From an optimization exercise on the open Yosys and OpenROAD flow, aimed at small area, a short achievable clock period and few clock cycles per item; shortcuts taken in it are not production practice.
The RTL was checked by simulation tests, not by an equivalence proof against the original design.
Power and IR drop assume default switching activity.

==> flow/design.v <==
package psw_pkg;
    localparam int NUM_SENSORS_DEF = 16;
    localparam int WINDOW_LEN_DEF  = 6;
    localparam int SAMPLE_W = 16;
    localparam int SENSOR_W = 4;
    localparam int APB_ADDR_W = 3;
    localparam int APB_DATA_W = 32;
    localparam int REG_IDX_W  = APB_ADDR_W - 2;
    localparam logic [REG_IDX_W-1:0] REG_LEVEL_THRESHOLD = '0;
    localparam logic [SAMPLE_W-1:0]  THRESHOLD_RESET     = 16'd3840;
    localparam logic KIND_AVG    = 1'b0;
    localparam logic KIND_SAMPLE = 1'b1;
    typedef enum logic [2:0] {
        ST_IDLE,
        ST_WRITE,
        ST_SUM,
        ST_DIV,
        ST_AVG,
        ST_RD,
        ST_OUT
    } psw_state_t;
    typedef struct packed {
        logic s_ready;
        logic mem_we;
        logic sum_run;
        logic div_start;
        logic load_avg;
        logic load_win;
    } psw_ctrl_t;
endpackage
module psw_div (
    input  logic [18:0] sum,
    input  logic [2:0]  n,
    output logic [15:0] quotient
);
    function automatic logic [2:0] add_mod3(input logic [2:0] a, input logic [2:0] b);
        logic [2:0] r;
        for (int k = 0; k < 3; k++) begin
            r[k] = 1'b0;
            for (int i = 0; i < 3; i++) begin
                r[k] = r[k] | (a[i] & b[(k - i + 3) % 3]);
            end
        end
        add_mod3 = r;
    endfunction
    function automatic logic [4:0] add_mod5(input logic [4:0] a, input logic [4:0] b);
        logic [4:0] r;
        for (int k = 0; k < 5; k++) begin
            r[k] = 1'b0;
            for (int i = 0; i < 5; i++) begin
                r[k] = r[k] | (a[i] & b[(k - i + 5) % 5]);
            end
        end
        add_mod5 = r;
    endfunction
    function automatic logic [17:0] div3(input logic [17:0] x);
        logic [29:0] rs;
        logic [29:0] nx;
        logic [2:0]  r;
        logic [1:0]  d;
        logic [17:0] q;
        for (int i = 0; i < 10; i++) begin
            if (i < 9) begin
                d = x[2*i +: 2];
                rs[3*i +: 3] = {d == 2'd2, d == 2'd1, (d == 2'd0) || (d == 2'd3)};
            end else begin
                rs[3*i +: 3] = 3'b001;
            end
        end
        for (int s = 1; s < 16; s = s * 2) begin
            for (int i = 0; i < 10; i++) begin
                if (i + s < 10) begin
                    nx[3*i +: 3] = add_mod3(rs[3*i +: 3], rs[3*(i+s) +: 3]);
                end else begin
                    nx[3*i +: 3] = rs[3*i +: 3];
                end
            end
            rs = nx;
        end
        for (int i = 0; i < 9; i++) begin
            r = rs[3*(i+1) +: 3];
            d = x[2*i +: 2];
            q[2*i+1] = r[2] | (r[1] & d[1]);
            q[2*i]   = (r[0] & d[1] & d[0]) | (r[1] & !d[1]) | (r[2] & (d[1] | d[0]));
        end
        div3 = q;
    endfunction
    function automatic logic [15:0] div5(input logic [18:0] x);
        logic [19:0] xe;
        logic [29:0] rs;
        logic [29:0] nx;
        logic [4:0]  r;
        logic [3:0]  d;
        logic [3:0]  qd;
        logic [19:0] q;
        xe = {1'b0, x};
        for (int i = 0; i < 6; i++) begin
            rs[5*i +: 5] = 5'b00001;
            if (i < 5) begin
                d = xe[4*i +: 4];
                for (int v = 0; v < 16; v++) begin
                    if (d == 4'(v)) begin
                        rs[5*i +: 5] = 5'(1 << (v % 5));
                    end
                end
            end
        end
        for (int s = 1; s < 8; s = s * 2) begin
            for (int i = 0; i < 6; i++) begin
                if (i + s < 6) begin
                    nx[5*i +: 5] = add_mod5(rs[5*i +: 5], rs[5*(i+s) +: 5]);
                end else begin
                    nx[5*i +: 5] = rs[5*i +: 5];
                end
            end
            rs = nx;
        end
        for (int i = 0; i < 5; i++) begin
            r = rs[5*(i+1) +: 5];
            d = xe[4*i +: 4];
            qd = 4'd0;
            for (int k = 0; k < 5; k++) begin
                for (int v = 0; v < 16; v++) begin
                    if (r[k] && (d == 4'(v))) begin
                        qd = qd | 4'((16 * k + v) / 5);
                    end
                end
            end
            q[4*i +: 4] = qd;
        end
        div5 = q[15:0];
    endfunction
    logic [17:0] x3;
    logic [17:0] q3;
    logic [15:0] q5;
    assign x3 = (n == 3'd6) ? sum[18:1] : sum[17:0];
    assign q3 = div3(x3);
    assign q5 = div5(sum);
    always_comb begin
        case (n)
            3'd1:    quotient = sum[15:0];
            3'd2:    quotient = sum[16:1];
            3'd4:    quotient = sum[17:2];
            3'd5:    quotient = q5;
            default: quotient = q3[15:0];
        endcase
    end
endmodule
module per_sensor_window_average_threshold_top #(
    parameter int NUM_SENSORS = psw_pkg::NUM_SENSORS_DEF,
    parameter int WINDOW_LEN  = psw_pkg::WINDOW_LEN_DEF
) (
    input  logic                            aclk,
    input  logic                            aresetn,
    input  logic                            s_valid,
    output logic                            s_ready,
    input  logic [psw_pkg::SENSOR_W-1:0]    s_sensor_id,
    input  logic [psw_pkg::SAMPLE_W-1:0]    s_sample,
    output logic                            m_valid,
    input  logic                            m_ready,
    output logic [psw_pkg::SENSOR_W-1:0]    m_report_sensor,
    output logic                            m_report_kind,
    output logic [psw_pkg::SAMPLE_W-1:0]    m_value,
    output logic                            m_last,
    input  logic                            psel,
    input  logic                            penable,
    input  logic                            pwrite,
    input  logic [psw_pkg::APB_ADDR_W-1:0]  paddr,
    input  logic [psw_pkg::APB_DATA_W-1:0]  pwdata,
    output logic [psw_pkg::APB_DATA_W-1:0]  prdata,
    output logic                            pready
);
    localparam int SAMPLE_W = psw_pkg::SAMPLE_W;
    localparam int SENSOR_W = psw_pkg::SENSOR_W;
    localparam int CNT_W    = 3;
    localparam int SUM_W    = 19;
    logic [SAMPLE_W-1:0] thr_reg;
    logic                cfg_sel;
    logic                cfg_wr;
    assign pready  = 1'b1;
    assign cfg_sel = (paddr[psw_pkg::APB_ADDR_W-1:2] == psw_pkg::REG_LEVEL_THRESHOLD);
    assign cfg_wr  = psel && penable && pwrite && cfg_sel;
    assign prdata  = cfg_sel ? psw_pkg::APB_DATA_W'(thr_reg) : '0;
    always_ff @(posedge aclk) begin
        if (!aresetn) begin
            thr_reg <= psw_pkg::THRESHOLD_RESET;
        end else if (cfg_wr) begin
            thr_reg <= pwdata[SAMPLE_W-1:0];
        end
    end
    logic r_valid, s_valid_reg, k_valid;
    logic s_below;
    logic [CNT_W-1:0] s_e;
    logic push, s_done, s_free, r_free, take;
    assign push   = s_valid_reg && !k_valid;
    assign s_done = push && (s_below || (s_e == '0));
    assign s_free = !s_valid_reg || s_done;
    assign r_free = !r_valid || s_free;
    assign s_ready = r_free;
    assign take   = s_valid && r_free;
    localparam int WIN_W = WINDOW_LEN * SAMPLE_W;
    logic [WIN_W-1:0]    win_mem  [NUM_SENSORS];
    logic [CNT_W-1:0]    fill_reg [NUM_SENSORS];
    logic [WIN_W-1:0]    in_row;
    logic [CNT_W-1:0]    in_fill;
    logic [CNT_W-1:0]    in_n;
    assign in_row  = win_mem[s_sensor_id];
    assign in_fill = fill_reg[s_sensor_id];
    assign in_n    = (in_fill == CNT_W'(WINDOW_LEN)) ? in_fill : in_fill + 1'b1;
    for (genvar i = 0; i < NUM_SENSORS; i++) begin : g_row
        always_ff @(posedge aclk) begin
            if (take && (s_sensor_id == SENSOR_W'(i))) begin
                win_mem[i] <= {win_mem[i][WIN_W-SAMPLE_W-1:0], s_sample};
            end
        end
    end
    always_ff @(posedge aclk) begin
        if (!aresetn) begin
            for (int i = 0; i < NUM_SENSORS; i++) begin
                fill_reg[i] <= '0;
            end
        end else if (take) begin
            fill_reg[s_sensor_id] <= in_n;
        end
    end
    logic [WIN_W-1:0]    r_win;
    logic [CNT_W-1:0]    r_n;
    logic [SENSOR_W-1:0] r_sid;
    always_ff @(posedge aclk) begin
        if (!aresetn) begin
            r_valid <= 1'b0;
        end else if (r_free) begin
            r_valid <= s_valid;
        end
    end
    always_ff @(posedge aclk) begin
        if (take) begin
            r_win <= {in_row[WIN_W-SAMPLE_W-1:0], s_sample};
            r_n   <= in_n;
            r_sid <= s_sensor_id;
        end
    end
    logic [SAMPLE_W-1:0] r_m [WINDOW_LEN];
    logic [SUM_W-1:0]    cs1_s, cs1_c, cs2_s, cs2_c, cs3_s, cs3_c, cs4_s, cs4_c;
    logic [SUM_W-1:0]    r_sum;
    logic [SUM_W-1:0]    thr_x3, thr_x5, r_thr_n;
    logic [SUM_W:0]      cmp_s, cmp_c, cmp_t;
    logic                r_below;
    function automatic logic [2*SUM_W-1:0] csa(input logic [SUM_W-1:0] a,
                                                input logic [SUM_W-1:0] b,
                                                input logic [SUM_W-1:0] c);
        logic [SUM_W-1:0] sv, cv;
        sv = a ^ b ^ c;
        cv = {(a[SUM_W-2:0] & b[SUM_W-2:0]) | (a[SUM_W-2:0] & c[SUM_W-2:0]) |
              (b[SUM_W-2:0] & c[SUM_W-2:0]), 1'b0};
        csa = {sv, cv};
    endfunction
    always_comb begin
        for (int k = 0; k < WINDOW_LEN; k++) begin
            r_m[k] = (CNT_W'(k) < r_n) ? r_win[k*SAMPLE_W +: SAMPLE_W] : '0;
        end
    end
    assign {cs1_s, cs1_c} = csa(SUM_W'(r_m[0]), SUM_W'(r_m[1]), SUM_W'(r_m[2]));
    assign {cs2_s, cs2_c} = csa(SUM_W'(r_m[3]), SUM_W'(r_m[4]), SUM_W'(r_m[5]));
    assign {cs3_s, cs3_c} = csa(cs1_s, cs1_c, cs2_s);
    assign {cs4_s, cs4_c} = csa(cs3_s, cs3_c, cs2_c);
    assign r_sum = cs4_s + cs4_c;
    assign thr_x3 = SUM_W'(thr_reg) + {2'b00, thr_reg, 1'b0};
    assign thr_x5 = SUM_W'(thr_reg) + {1'b0, thr_reg, 2'b00};
    always_comb begin
        case (r_n)
            3'd1:    r_thr_n = SUM_W'(thr_reg);
            3'd2:    r_thr_n = {2'b00, thr_reg, 1'b0};
            3'd3:    r_thr_n = thr_x3;
            3'd4:    r_thr_n = {1'b0, thr_reg, 2'b00};
            3'd5:    r_thr_n = thr_x5;
            default: r_thr_n = {thr_x3[SUM_W-2:0], 1'b0};
        endcase
    end
    always_comb begin
        cmp_s = {1'b0, cs4_s} ^ {1'b0, cs4_c} ^ {1'b0, ~r_thr_n};
        cmp_c = {({1'b0, cs4_s} & {1'b0, cs4_c}) | ({1'b0, cs4_s} & {1'b0, ~r_thr_n}) |
                 ({1'b0, cs4_c} & {1'b0, ~r_thr_n})} << 1;
        cmp_t = cmp_s + cmp_c + 1'b1;
    end
    assign r_below = !cmp_t[SUM_W];
    logic [WIN_W-1:0]    s_win;
    logic [SUM_W-1:0]    s_sum;
    logic [CNT_W-1:0]    s_n;
    logic [SENSOR_W-1:0] s_sid;
    always_ff @(posedge aclk) begin
        if (!aresetn) begin
            s_valid_reg <= 1'b0;
        end else if (s_free) begin
            s_valid_reg <= r_valid;
        end
    end
    always_ff @(posedge aclk) begin
        if (s_free && r_valid) begin
            s_win   <= r_win;
            s_sum   <= r_sum;
            s_n     <= r_n;
            s_sid   <= r_sid;
            s_below <= r_below;
            s_e     <= r_n - 1'b1;
        end else if (push) begin
            s_e     <= s_e - 1'b1;
        end
    end
    logic [SAMPLE_W-1:0] avg;
    logic [SAMPLE_W-1:0] p_value;
    logic                p_kind;
    logic                p_last;
    psw_div u_div (
        .sum      (s_sum),
        .n        (s_n),
        .quotient (avg)
    );
    assign p_kind  = s_below ? psw_pkg::KIND_AVG : psw_pkg::KIND_SAMPLE;
    assign p_value = s_below ? avg : s_win[s_e*SAMPLE_W +: SAMPLE_W];
    assign p_last  = s_below || (s_e == '0);
    logic                m_valid_reg;
    logic [SENSOR_W-1:0] m_sensor_reg;
    logic                m_kind_reg;
    logic [SAMPLE_W-1:0] m_value_reg;
    logic                m_last_reg;
    logic [SENSOR_W-1:0] k_sensor;
    logic                k_kind;
    logic [SAMPLE_W-1:0] k_value;
    logic                k_last;
    logic                head_free;
    assign head_free = !m_valid_reg || m_ready;
    always_ff @(posedge aclk) begin
        if (!aresetn) begin
            m_valid_reg <= 1'b0;
            k_valid     <= 1'b0;
        end else if (head_free) begin
            m_valid_reg <= k_valid || push;
            k_valid     <= 1'b0;
        end else if (push) begin
            k_valid     <= 1'b1;
        end
    end
    always_ff @(posedge aclk) begin
        if (head_free) begin
            if (k_valid) begin
                m_sensor_reg <= k_sensor;
                m_kind_reg   <= k_kind;
                m_value_reg  <= k_value;
                m_last_reg   <= k_last;
            end else if (push) begin
                m_sensor_reg <= s_sid;
                m_kind_reg   <= p_kind;
                m_value_reg  <= p_value;
                m_last_reg   <= p_last;
            end
        end
    end
    always_ff @(posedge aclk) begin
        if (push && !(head_free && !k_valid)) begin
            k_sensor <= s_sid;
            k_kind   <= p_kind;
            k_value  <= p_value;
            k_last   <= p_last;
        end
    end
    assign m_valid         = m_valid_reg;
    assign m_report_sensor = m_sensor_reg;
    assign m_report_kind   = m_kind_reg;
    assign m_value         = m_value_reg;
    assign m_last          = m_last_reg;
endmodule
==> flow/run.sh <==
#!/bin/bash
# synth_recipe.tcl (not shown) runs the flow's synth.tcl, then flattens the netlist and writes it again
# the make line also repeats each setting of config.mk as NAME=value (left out here)
make -C /OpenROAD-flow-scripts/flow DESIGN_CONFIG=/design/flow/config.mk WORK_HOME=/design/flow/orfs CLKGATE_MAP_FILE= SYNTH_SCRIPT=/design/flow/synth_recipe.tcl finish
==> flow/config.mk <==
export PLATFORM = sky130hd
export DESIGN_NAME = per_sensor_window_average_threshold_top
export DESIGN_NICKNAME = per_sensor_window_average_threshold_top
export VERILOG_FILES = /design/flow/design.v
export SDC_FILE = /design/flow/constraint.sdc
export NUM_CORES = 4
export LEC_CHECK = 0
export CAP_MARGIN = 20
export CORE_MARGIN = 2
export CORE_UTILIZATION = 40
export SLEW_MARGIN = 20
==> flow/constraint.sdc <==
create_clock -name core_clock -period 7.0 [get_ports {aclk}]
set_input_delay 1.4000 -clock core_clock [delete_from_list [all_inputs] [get_ports {aclk}]]
set_output_delay 1.4000 -clock core_clock [all_outputs]
set_load 0.01 [all_outputs]
==> results of run 1 <==
per-layer routing:
layer | global-route usage | wire, um
met1 | 0.3024 | 82340
met2 | 0.3422 | 89230
met3 | 0.03798 | 15180
met4 | 0.06032 | 4902
met5 | 0 | 36
path summary, 6_finish.rpt:
| path | to | slack (ns) | cells after the start |
|---|---|---|---|
| worst min-delay path | s_sid[0] | 0.42 | 0 |
| worst max register to register | s_sum[17] | 0.76 | 23 |
| worst max-delay path | s_sum[17] | 0.76 | 23 |
| worst min register to register | s_sid[0] | 0.42 | 0 |
area by class of cell:
type / count / area share
sequential: 1621 / 0.6158
tap: 2310 / 0.03671
inverter: 162 / 0.007788
multi-input combinational: 2553 / 0.2447
clock buffer: 220 / 0.05533
timing repair buffer: 217 / 0.02899
antenna: 3 / 0.00009536
clock inverter: 73 / 0.01059
Yosys cell counts (all sizes together) (20+ instances only):
cell	n
a21boi	30
edfxtp	1601
a221oi	81
nand3	114
dfxtp	20
nand4	109
o22a	91
nor2	184
nor3	32
xnor2	39
a222oi	27
fa	81
o21ai	157
buf	85
nand2b	28
mux4	32
a22o	62
nor2b	61
inv	158
a211oi	23
mux2	33
mux2i	23
a21oi	204
a22oi	475
clkbuf	217
o22ai	43
and2	86
ha	102
nand2	171
through the flow:
stage          hold slack [ns]  power (mW)
3_5_place_dp            0.4045       19.62
2_1_floorplan           0.4003       17.37
3_3_place_gp            0.4017       19.50
5_1_grt                 0.4237       29.38
6_report                0.4184       28.05
4_1_cts                 0.4078       28.04
power groups by stage:
stage	Clock [mW]	Sequential (mW)	Combinational [mW]
floorplan	0	11.4	5.97
global placement	0	11.7	7.78
detailed placement	0	11.7	7.90
global route	8.94	11.6	8.87
finish	8.44	11.5	8.07
CTS	8.56	11.5	7.95
kinds of logic (layout without fill, tap and decap cells):
kind of cell | Yosys count | after routing | share of synthesized area
adders and majority gates | 184 | 184 | 0.04193
and+or+nand+nor | 847 | 847 | 0.06366
AOI/OAI and AO/OA | 1365 | 1365 | 0.1419
buffers and inverters | 464 | 672 | 0.02755
other | 2 | 20 | 0.0001083
xor gates and xnor gates | 52 | 52 | 0.006676
DFF | 1621 | 1621 | 0.6991
muxes | 88 | 88 | 0.01913
==> run notes, run 1 <==
outcome=timing/DRC/antenna clean; Combinational Power Share=0.288; Mapped Cells=4623; CP max FO=15; Yosys top cell area share=0.6933; final setup fails=0; Die Y=420.4 um; hold crit path type=reg -> reg; Post-DP Area=73500 um^2; drc violations=0; most common cell after layout, fill and taps aside=edfxtp_1; CP delay by family, top=adder cells; hold_sp=r_sid[0]; Fmax=160.2 MHz; ratio of cells with drive above 1 in the final layout=0.1013; width of the die=420.4 um; register share of total power=0.411; post-route cell area=78720 um^2; crit share post-route=0.8917; Power Density=356.3 nW/um^2; Max H-tree Level=4; Skew-Pair Late Insertion Delay=0.82 ns; Sw Pwr=9.237 mW; post_cts resized=0; worst slack at placement=0.8393 ns; Non-Filler Instances=7159; WP buf/inv=4; Placed Cells=6861; fin util=0.4579; CTS clk-pin slew, worst paths=0.06 ns; Filler cells=14834; critical path class=reg -> reg; Largest stage delay, worst path=0.61 ns; unrepaired setup endpoints after global routing=no; Leak=25.54 nW; Root Driver=clkbuf_16; total global routing overflow=0; worst vdd ir=0.2730 mV; Largest Register=win_mem; worst path cell trace=inv_1 > ha_1 > nand2_1 > buf_4 > and2_1 > fa_1 > inv_1 > fa_1 > inv_1 > fa_1 > ha_1 > a21oi_1 > o21bai_1 > a21oi_1 > o21bai_1 > a21oi_1 > nor2b_1 > nor2_1 > nor2_1 > o41ai_1 > o2111ai_1 > a21oi_1 > xnor2_1; area leader, netlist=edfxtp_1; Area Overhead vs Synth=13.53%; Max Slew Vio Count=0; Yosys warnings=4; GR Util All Layers=0.2147; vias=42959; drt total wl=191700 um; pin count of the biggest net entering global routing=81; Initial Util=0.4033; CTS tree=done; setup ws final=0.7583 ns; Post-synth EDFFs=1601; Mean Syn Cell Area=15.00 um^2; Pre-Repair DR Iteration Count=10; Seq. cell area=48480 um^2; Final min period=6.242 ns; sequential-to-total area share from yosys stat=0.6991; synthesis-stage register bit count=1621; Rows=152; top post-synthesis cells by area=edfxtp_1 69%, a22oi_1 5.1%, fa_1 2.3%; Port Buffers=83; first-pass GRT wire length=281900 um; max FFs per register=1280; clock share of power=0.301; dpl hpwl=121700 um; routability cong.=0.9103; area of the multi-input gates=19270 um^2; cts-stage hold buffer count=0; post-DR wirelength/cell=26.78 um; Critical Path AT=6.79 ns; Fin. Hold Viols=0; vias per cell=6.001; I/O pin total=119; Synth async-reset ratio=0; post-route setup TNS=0 ns; worst slew pin tran=1.159 ns; most frequent cells in the layout=1601 x edfxtp_1, 474 x a22oi_1, 202 x a21oi_1, 169 x nand2_1, 165 x clkbuf_16; internal power=18.81 mW; worst relative slew slack=0.2272; initial antenna violation count=10; MaxCap Viol Count=0; total CTS buffers=164; die area=176700 um^2; Regs by FF count=win_mem x1280, r_win x96, s_win x96; Post-synth top flop=edfxtp_1; Worst R2R Start=r_n[1]; Core ar.=171900 um^2; Longest Clk Path Bufs=3; Startpoint Class=register; Worst setup startpoint=r_n[1]; CP max stage cell=o41ai_1; antenna-violating nets left=0; Crit. End Element=register; vias in the first global route=42365; initial detailed-routing violation count=5745; critical path data required time=7.54 ns; Crit path top cell by count=a21oi_1; synthesized cell area=69350 um^2; Worst Skew=0.04970 ns; fin nets=4964; Sw Share=0.3293; postcts setup bufs=0; Clock Sinks=1621; unique cell type count in the Yosys netlist=99
Testbench counts, summed over its fixed seeds: cycles 7,570, items 3,200.
==> run 2: changes to the inputs <==
--- a/flow/design.v
+++ b/flow/design.v
@@ -191,26 +191,44 @@
     logic r_valid, s_valid_reg, k_valid;
     logic s_below;
     logic [CNT_W-1:0] s_e;
-    logic push, s_done, s_free, r_free, take;
-    assign push   = s_valid_reg && !k_valid;
-    assign s_done = push && (s_below || (s_e == '0));
-    assign s_free = !s_valid_reg || s_done;
-    assign r_free = !r_valid || s_free;
-    assign s_ready = r_free;
-    assign take   = s_valid && r_free;
+    logic i_valid;
+    logic [SENSOR_W-1:0] i_sid;
+    logic [SAMPLE_W-1:0] i_sample;
+    logic push, s_done, s_free, r_free, i_free, take, adv;
+    assign push    = s_valid_reg && !k_valid;
+    assign s_done  = push && (s_below || (s_e == '0));
+    assign s_free  = !s_valid_reg || s_done;
+    assign r_free  = !r_valid || s_free;
+    assign adv     = i_valid && r_free;
+    assign i_free  = !i_valid || r_free;
+    assign s_ready = i_free;
+    assign take    = s_valid && i_free;
+    always_ff @(posedge aclk) begin
+        if (!aresetn) begin
+            i_valid <= 1'b0;
+        end else if (i_free) begin
+            i_valid <= s_valid;
+        end
+    end
+    always_ff @(posedge aclk) begin
+        if (take) begin
+            i_sid    <= s_sensor_id;
+            i_sample <= s_sample;
+        end
+    end
     localparam int WIN_W = WINDOW_LEN * SAMPLE_W;
     logic [WIN_W-1:0]    win_mem  [NUM_SENSORS];
     logic [CNT_W-1:0]    fill_reg [NUM_SENSORS];
     logic [WIN_W-1:0]    in_row;
     logic [CNT_W-1:0]    in_fill;
     logic [CNT_W-1:0]    in_n;
-    assign in_row  = win_mem[s_sensor_id];
-    assign in_fill = fill_reg[s_sensor_id];
+    assign in_row  = win_mem[i_sid];
+    assign in_fill = fill_reg[i_sid];
     assign in_n    = (in_fill == CNT_W'(WINDOW_LEN)) ? in_fill : in_fill + 1'b1;
     for (genvar i = 0; i < NUM_SENSORS; i++) begin : g_row
         always_ff @(posedge aclk) begin
-            if (take && (s_sensor_id == SENSOR_W'(i))) begin
-                win_mem[i] <= {win_mem[i][WIN_W-SAMPLE_W-1:0], s_sample};
+            if (adv && (i_sid == SENSOR_W'(i))) begin
+                win_mem[i] <= {win_mem[i][WIN_W-SAMPLE_W-1:0], i_sample};
             end
         end
     end
@@ -219,8 +237,8 @@
             for (int i = 0; i < NUM_SENSORS; i++) begin
                 fill_reg[i] <= '0;
             end
-        end else if (take) begin
-            fill_reg[s_sensor_id] <= in_n;
+        end else if (adv) begin
+            fill_reg[i_sid] <= in_n;
         end
     end
     logic [WIN_W-1:0]    r_win;
@@ -230,14 +248,14 @@
         if (!aresetn) begin
             r_valid <= 1'b0;
         end else if (r_free) begin
-            r_valid <= s_valid;
+            r_valid <= i_valid;
         end
     end
     always_ff @(posedge aclk) begin
-        if (take) begin
-            r_win <= {in_row[WIN_W-SAMPLE_W-1:0], s_sample};
+        if (adv) begin
+            r_win <= {in_row[WIN_W-SAMPLE_W-1:0], i_sample};
             r_n   <= in_n;
-            r_sid <= s_sensor_id;
+            r_sid <= i_sid;
         end
     end
     logic [SAMPLE_W-1:0] r_m [WINDOW_LEN];
--- a/flow/config.mk
+++ b/flow/config.mk
@@ -5,7 +5,9 @@
 export SDC_FILE = /design/flow/constraint.sdc
 export NUM_CORES = 4
 export LEC_CHECK = 0
+export ABC_CLOCK_PERIOD_IN_PS = 2500
 export CAP_MARGIN = 20
 export CORE_MARGIN = 2
 export CORE_UTILIZATION = 40
+export SETUP_SLACK_MARGIN = 4.0
 export SLEW_MARGIN = 20
==> run notes, run 2 <==
Fmax=179.7 MHz; top post-synthesis cells by area=edfxtp_1 70%, a22oi_1 5.0%, fa_1 2.3%; unique cell type count in the Yosys netlist=92; vias in the first global route=43714; Sw Share=0.2962; internal power=18.94 mW; initial detailed-routing violation count=5959; vias=44699; total CTS buffers=168; Worst Skew=0.06277 ns; Yosys warnings=4; ratio of cells with drive above 1 in the final layout=0.1987; Skew-Pair Late Insertion Delay=0.82 ns; synthesis-stage register bit count=1646; Filler cells=14332; Post-synth EDFFs=1621; Pre-Repair DR Iteration Count=8; Max H-tree Level=4; width of the die=420.9 um; Port Buffers=83; CTS tree=done; drt total wl=205200 um; CP max FO=5; most frequent cells in the layout=1621 x edfxtp_1, 456 x a22oi_1, 232 x buf_4, 185 x clkbuf_16, 181 x a21oi_1; Post-synth top flop=edfxtp_1; Startpoint Class=register; Longest Clk Path Bufs=3; Synth top cells by count=1621 x edfxtp_1, 462 x a22oi_1, 223 x clkbuf_1, 215 x a21oi_1, 193 x nor2_1; critical path class=reg -> reg; outcome=timing/DRC/antenna clean; Fin. Hold Viols=0; Mean Syn Cell Area=15.19 um^2; fin nets=5188; cts-stage hold buffer count=0; reg-to-reg slack, setup=1.44 ns; Regs by FF count=win_mem x1280, r_win x96, s_win x96; initial antenna violation count=8; routability cong.=0.8996; Root Driver=clkbuf_16; Mapped Cells=4575; Clock Sinks=1646; sequential-to-total area share from yosys stat=0.7075; drc violations=0; final setup fails=0; dpl hpwl=113900 um; crit share post-route=0.7948; Core ar.=172100 um^2; first-pass GRT wire length=291500 um; Crit. End Element=register; I/O pin total=119; Area Overhead vs Synth=20.49%; Synth async-reset ratio=0; post-route setup TNS=0 ns; post-DR wirelength/cell=27.77 um; vias per cell=6.048; total power=26.92 mW; MaxCap Viol Count=0; total global routing overflow=0; Power Density=321.4 nW/um^2; CTS clk-pin slew, worst paths=0.07 ns; Combinational Power Share=0.267; Critical Path AT=6.19 ns; Leak=27.63 nW; Initial Util=0.4038; worst slew pin tran=1.172 ns; Yosys top cell area share=0.7003; Die Y=420.9 um; antenna-violating nets left=0; area leader, netlist=edfxtp_1; pin count of the biggest net entering global routing=81; clock share of power=0.317; Largest Register=win_mem; critical path data required time=7.63 ns; Sw Pwr=7.972 mW; hold crit path type=reg -> reg; die area=177100 um^2; Max Slew Vio Count=0; synthesized cell area=69510 um^2; Final min period=5.564 ns; Rows=152; cell with the most instances after synthesis=edfxtp_1; max FFs per register=1280; most common cell after layout, fill and taps aside=edfxtp_1; GR Util All Layers=0.2218; worst vdd ir=0.2218 mV; fin util=0.4866; register share of total power=0.416; unrepaired setup endpoints after global routing=yes; worst relative slew slack=0.2131
-- run 2: changes by cell type in the layout (fill, tap and decap cells not counted), sizes merged, moves of 12 or more --
cell           before   now
a22o               62    75
a22oi             475   462
buf               134   373
nand2             171   148
clkinv             64    84
dlygate4sd2         0    23
edfxtp           1601  1621
a21oi             204   217
nor2b              61    47
o21ai             157   130
clkdlybuf4s50      82    42
nor2              184   196
a21o               14    29
nand4             109    94
-- run 2: critical path, cell delays in order, from the launching register on --
cell,delay (ns)
edfxtp_1,0.46
buf_6,0.17
ha_4,0.18
a21oi_4,0.31
and2_4,0.21
fa_1,0.40
inv_1,0.08
fa_1,0.43
fa_1,0.56
inv_1,0.07
fa_1,0.55
ha_4,0.22
a21oi_4,0.17
nor2b_4,0.05
o21ai_1,0.11
nand2b_1,0.11
a2111oi_4,0.37
o21ai_2,0.12
a31o_2,0.25
a21o_1,0.16
a211o_1,0.30
a21oi_2,0.12
-- run 2: kinds of logic after synthesis --
kind of cell               Yosys count  synth area share
xor gates and xnor gates            52          0.006661
buffers and inverters              443           0.02526
other                                2         0.0001080
muxes                               81           0.01782
DFF                               1646            0.7075
adders and majority gates          183           0.04169
AOI/OAI and AO/OA                 1351            0.1413
and+or+nand+nor                    817           0.05964
-- run 2: final cells by class --
cell class	instances	area, um^2	area share
Antenna cell	3	7.507	0.00008964
Clock buffer	209	4389	0.05241
Clock inverter	96	902.1	0.01077
Inverter	159	643.1	0.007679
Multi-Input combinational cell	2509	20660	0.2467
Sequential cell	1646	49180	0.5873
Tap cell	2310	2890	0.03451
Timing Repair Buffer	458	5065	0.06048
Timing Repair inverter	1	5.005	0.00005976
-- run 2: worst paths after layout --
| check | from | end | depth (start not counted) |
|---|---|---|---|
| worst max-delay path | r_n[1] | s_below | 21 |
| worst min-delay path | win_mem[0][42] | win_mem[0][58] | 0 |
| worst max register to register | r_n[1] | s_below | 21 |
| worst min register to register | win_mem[0][42] | win_mem[0][58] | 0 |
-- run 2: stage by stage --
stage	area (um^2)	hold WS (ns)	setup slack (ns)	instances
2_1_floorplan	70450	0.4003	1.729	4590
3_3_place_gp	73650	0.4021	0.7598	6795
3_5_place_dp	73660	0.4061	0.6798	6796
4_1_cts	82390	0.3879	1.511	7321
5_1_grt	83740	0.4046	1.295	7388
6_report	83750	0.3917	1.436	7391
-- run 2: layer usage --
layer  GRT usage  part of all wire
met1      0.3146              0.42
met2      0.3516              0.46
met3     0.03504             0.089
met4     0.06913             0.032
met5           0          0.000044
-- run 2: power groups by stage --
| stage | clock [mW] | combinational, mW | sequential (mW) |
|---|---|---|---|
| finish | 8.54 | 7.18 | 11.2 |
| global route | 9.03 | 7.70 | 11.2 |
| CTS | 8.65 | 6.41 | 11.2 |
| detailed placement | 0 | 5.00 | 11.5 |
| global placement | 0 | 4.93 | 11.5 |
| floorplan | 0 | 3.78 | 11.3 |
-- run 2: timing repair --
| action | CTS | global route |
|---|---|---|
| setup buffers | 207 | 49 |
| gates cloned | 13 | 18 |
| pin swaps | 106 | 97 |
| resized for setup | 462 | 130 |
| endpoints found under the setup margin | 1255 | 867 |
Testbench counts of run 2, summed over its fixed seeds: cycles 7,578, items 3,200.
==> run 3: changes to the inputs <==
--- a/flow/design.v
+++ b/flow/design.v
@@ -225,6 +225,15 @@
     assign in_row  = win_mem[i_sid];
     assign in_fill = fill_reg[i_sid];
     assign in_n    = (in_fill == CNT_W'(WINDOW_LEN)) ? in_fill : in_fill + 1'b1;
+    logic [WIN_W-1:0]    in_win;
+    always_comb begin
+        in_win = {in_row[WIN_W-SAMPLE_W-1:0], i_sample};
+        for (int k = 1; k < WINDOW_LEN; k++) begin
+            if (in_fill < CNT_W'(k)) begin
+                in_win[k*SAMPLE_W +: SAMPLE_W] = '0;
+            end
+        end
+    end
     for (genvar i = 0; i < NUM_SENSORS; i++) begin : g_row
         always_ff @(posedge aclk) begin
             if (adv && (i_sid == SENSOR_W'(i))) begin
@@ -253,7 +262,7 @@
     end
     always_ff @(posedge aclk) begin
         if (adv) begin
-            r_win <= {in_row[WIN_W-SAMPLE_W-1:0], i_sample};
+            r_win <= in_win;
             r_n   <= in_n;
             r_sid <= i_sid;
         end
@@ -275,7 +284,7 @@
     endfunction
     always_comb begin
         for (int k = 0; k < WINDOW_LEN; k++) begin
-            r_m[k] = (CNT_W'(k) < r_n) ? r_win[k*SAMPLE_W +: SAMPLE_W] : '0;
+            r_m[k] = r_win[k*SAMPLE_W +: SAMPLE_W];
         end
     end
     assign {cs1_s, cs1_c} = csa(SUM_W'(r_m[0]), SUM_W'(r_m[1]), SUM_W'(r_m[2]));
==> run notes, run 3 <==
antenna-violating nets left=0; vias in the first global route=44312; max FFs per register=1280; Leak=27.37 nW; Rows=153; Largest Register=win_mem; die area=177900 um^2; Worst setup startpoint=r_win[50]; MaxCap Viol Count=0; Core ar.=173600 um^2; top post-synthesis cells by area=edfxtp_1 70%, a22oi_1 5.1%, fa_1 2.3%; worst relative slew slack=0.2295; Power Density=329.3 nW/um^2; drt total wl=205200 um; Crit Reg-Reg Endpoint=s_sum[16]; outcome=timing/DRC/antenna clean; Skew-Pair Late Insertion Delay=0.80 ns; CTS clk-pin slew, worst paths=0.06 ns; first-pass GRT wire length=298800 um; hold crit path type=reg -> reg; worst slew pin tran=1.156 ns; Yosys warnings=4; initial antenna violation count=3; fin util=0.4826; crit share post-route=0.6663; synthesis-stage register bit count=1646; drc violations=0; Mean Syn Cell Area=15.05 um^2; total global routing overflow=0; width of the die=421.8 um; reg-to-reg slack, setup=2.34 ns; area leader, netlist=edfxtp_1; critical path class=reg -> reg; vias per cell=6.086; CP endpoint=s_sum[16]; CTS tree=done; Fin. Hold Viols=0; Port Buffers=83; Die Y=421.8 um; setup ws final=2.336 ns; Longest Clk Path Bufs=3; CP max FO=3; post-DR wirelength/cell=27.65 um; synthesized cell area=69830 um^2; Synth top cells by count=1621 x edfxtp_1, 473 x a22oi_1, 267 x nor2_1, 211 x clkbuf_1, 210 x a21oi_1; I/O pin total=119; most common cell after layout, fill and taps aside=edfxtp_1; vias=45170; total CTS buffers=162; dpl hpwl=113600 um; Filler cells=14596; Worst Skew=0.02471 ns; unrepaired setup endpoints after global routing=yes; sequential-to-total area share from yosys stat=0.7042; Clock Sinks=1646; Max H-tree Level=4; Regs by FF count=win_mem x1280, r_win x96, s_win x96; total power=27.59 mW; Initial Util=0.4022; Worst R2R Start=r_win[50]; Fmax=214.4 MHz; initial detailed-routing violation count=6016; worst vdd ir=0.2160 mV; Pre-Repair DR Iteration Count=6; area of the multi-input gates=21220 um^2; ratio of cells with drive above 1 in the final layout=0.2120; Critical Path AT=5.19 ns; Mapped Cells=4640; unique cell type count in the Yosys netlist=102; Startpoint Class=register; Root Driver=clkbuf_16; pin count of the biggest net entering global routing=82; reg2reg path depth=18; Post-synth EDFFs=1621; cell with the most instances after synthesis=edfxtp_1; critical path data required time=7.53 ns; Synth async-reset ratio=0; final setup fails=0; worst slack at placement=1.793 ns; Crit. End Element=register; fin nets=5206; routability cong.=0.8847; Yosys top cell area share=0.6971; most frequent cells in the layout=1621 x edfxtp_1, 468 x a22oi_1, 214 x nor2_1, 212 x buf_4, 173 x a21oi_1; cts-stage hold buffer count=0; Area Overhead vs Synth=20.01%; Seq. cell area=49190 um^2; GR Util All Layers=0.2247; Final min period=4.664 ns; Max Slew Vio Count=0; post-route setup TNS=0 ns; Post-synth top flop=edfxtp_1
[run 3: cell types whose count changed in the layout (fill, tap and decap cells not counted), moves of 25 or more]
cell / change
nand3_1: -27
o22a_1: -83
o22ai_1: +68
nor2_1: +79
and2_1: -66
nand2_1: +25
[run 3: how the worst min path moves through the flow]
stage | from | to | slack, ns | cells past startpoint
2_1_floorplan | r_sid[0] | s_sid[0] | 0.40 | 0
3_3_place_gp | r_sid[1] | s_sid[1] | 0.40 | 0
3_5_place_dp | r_sid[1] | s_sid[1] | 0.40 | 0
4_1_cts | r_sid[1] | s_sid[1] | 0.42 | 0
5_1_grt | r_sid[0] | s_sid[0] | 0.44 | 0
6_report | r_sid[1] | s_sid[1] | 0.42 | 0
[run 3: metal layers]
layer  routed length (um)  part of all wire  GRT usage
met4                 8121             0.040    0.08572
met5                   27           0.00013          0
met3                17740             0.086    0.03957
met2                95950              0.47     0.3591
met1                83410              0.41     0.3068
[run 3: repair_timing]
item                                    4_1_cts  5_1_grt
gates resized for setup                     455      165
pin swaps                                   117      130
endpoints found under the setup margin     1703      546
gates cloned                                 18        2
setup buffers                               203       52
[run 3: kinds of logic after synthesis]
group | share of synthesized area
DFF | 0.7042
adders and majority gates | 0.04125
AOI/OAI and AO/OA | 0.1399
and+or+nand+nor | 0.06079
xor gates and xnor gates | 0.007239
muxes | 0.02026
buffers and inverters | 0.02621
other | 0.0001075
[run 3: cell type report]
class	count	share of cell area
flip-flops and latches	1646	0.5870
multi-input cells	2579	0.2532
repair buffers	442	0.05774
clock buffers	196	0.05002
well taps	2325	0.03471
clock inverters	99	0.01065
inverters	131	0.006465
repair inverters	2	0.0001493
diodes	2	0.00005972
[run 3: critical path, cell delays in order, from the launching register on]
cell and delay [ns]:
edfxtp_1 0.41, fa_1 0.54, fa_1 0.58, inv_2 0.05, fa_2 0.64, inv_2 0.07
ha_4 0.17, fa_2 0.36, a21o_1 0.17, a21oi_2 0.14, o21bai_1 0.09, a21oi_2 0.15
o21bai_1 0.10, a21oi_2 0.17, o21bai_1 0.10, a21oi_2 0.21, o21ai_2 0.11, a31oi_1 0.19
xnor2_1 0.14
[run 3: power breakdown]
part           internal [mW]  switching (mW)
logic                   3.56            4.47
registers               11.0           0.154
clock network           4.64            3.73
[run 3: per-stage QoR]
stage / instance area, um^2 / hold WS, ns / std cells
final: 83800 / 0.4189 / 7422
after global routing: 83800 / 0.4435 / 7421
after CTS: 82540 / 0.4197 / 7366
after detailed placement: 73950 / 0.4045 / 6850
after global placement: 73940 / 0.4042 / 6850
after floorplan: 70710 / 0.4003 / 4655
Testbench counts of run 3, summed over its fixed seeds: cycles 7,578, items 3,200.

==> re-timing with driven ports <==
Ports are ideal in the flow. The routed layouts listed here were re-timed in OpenROAD.
Step 1: set_driving_cell puts a clkbuf_16 on aclk and a buf_2 on each other input, an assumption about the parent block.
Step 2 adds t to the input delays and takes it off the output delays; t is the mean of the earliest and latest rising clock arrival at the registers after step 1. Input paths then give back, and output paths get back, about the clock's delay inside the block.
a / b / c = ideal ports / drivers / drivers and shift; a / b = the first two.
run | shift t [ns] | setup slack, ns | worst setup path at the end | latest minus earliest clock arrival (ns) | slew at the worst register clock pin (ns)
run 1 | 0.881 | 0.758 / 0.758 / 0.758 | register to register | 0.060 / 0.060 | 0.06 / 0.06
run 2 | 0.869 | 1.436 / 1.436 / 1.436 | register to register | 0.080 / 0.080 | 0.07 / 0.07
run 3 | 0.869 | 2.336 / 2.336 / 2.336 | register to register | 0.026 / 0.027 | 0.07 / 0.07
After both steps setup and hold are still met in every run listed.
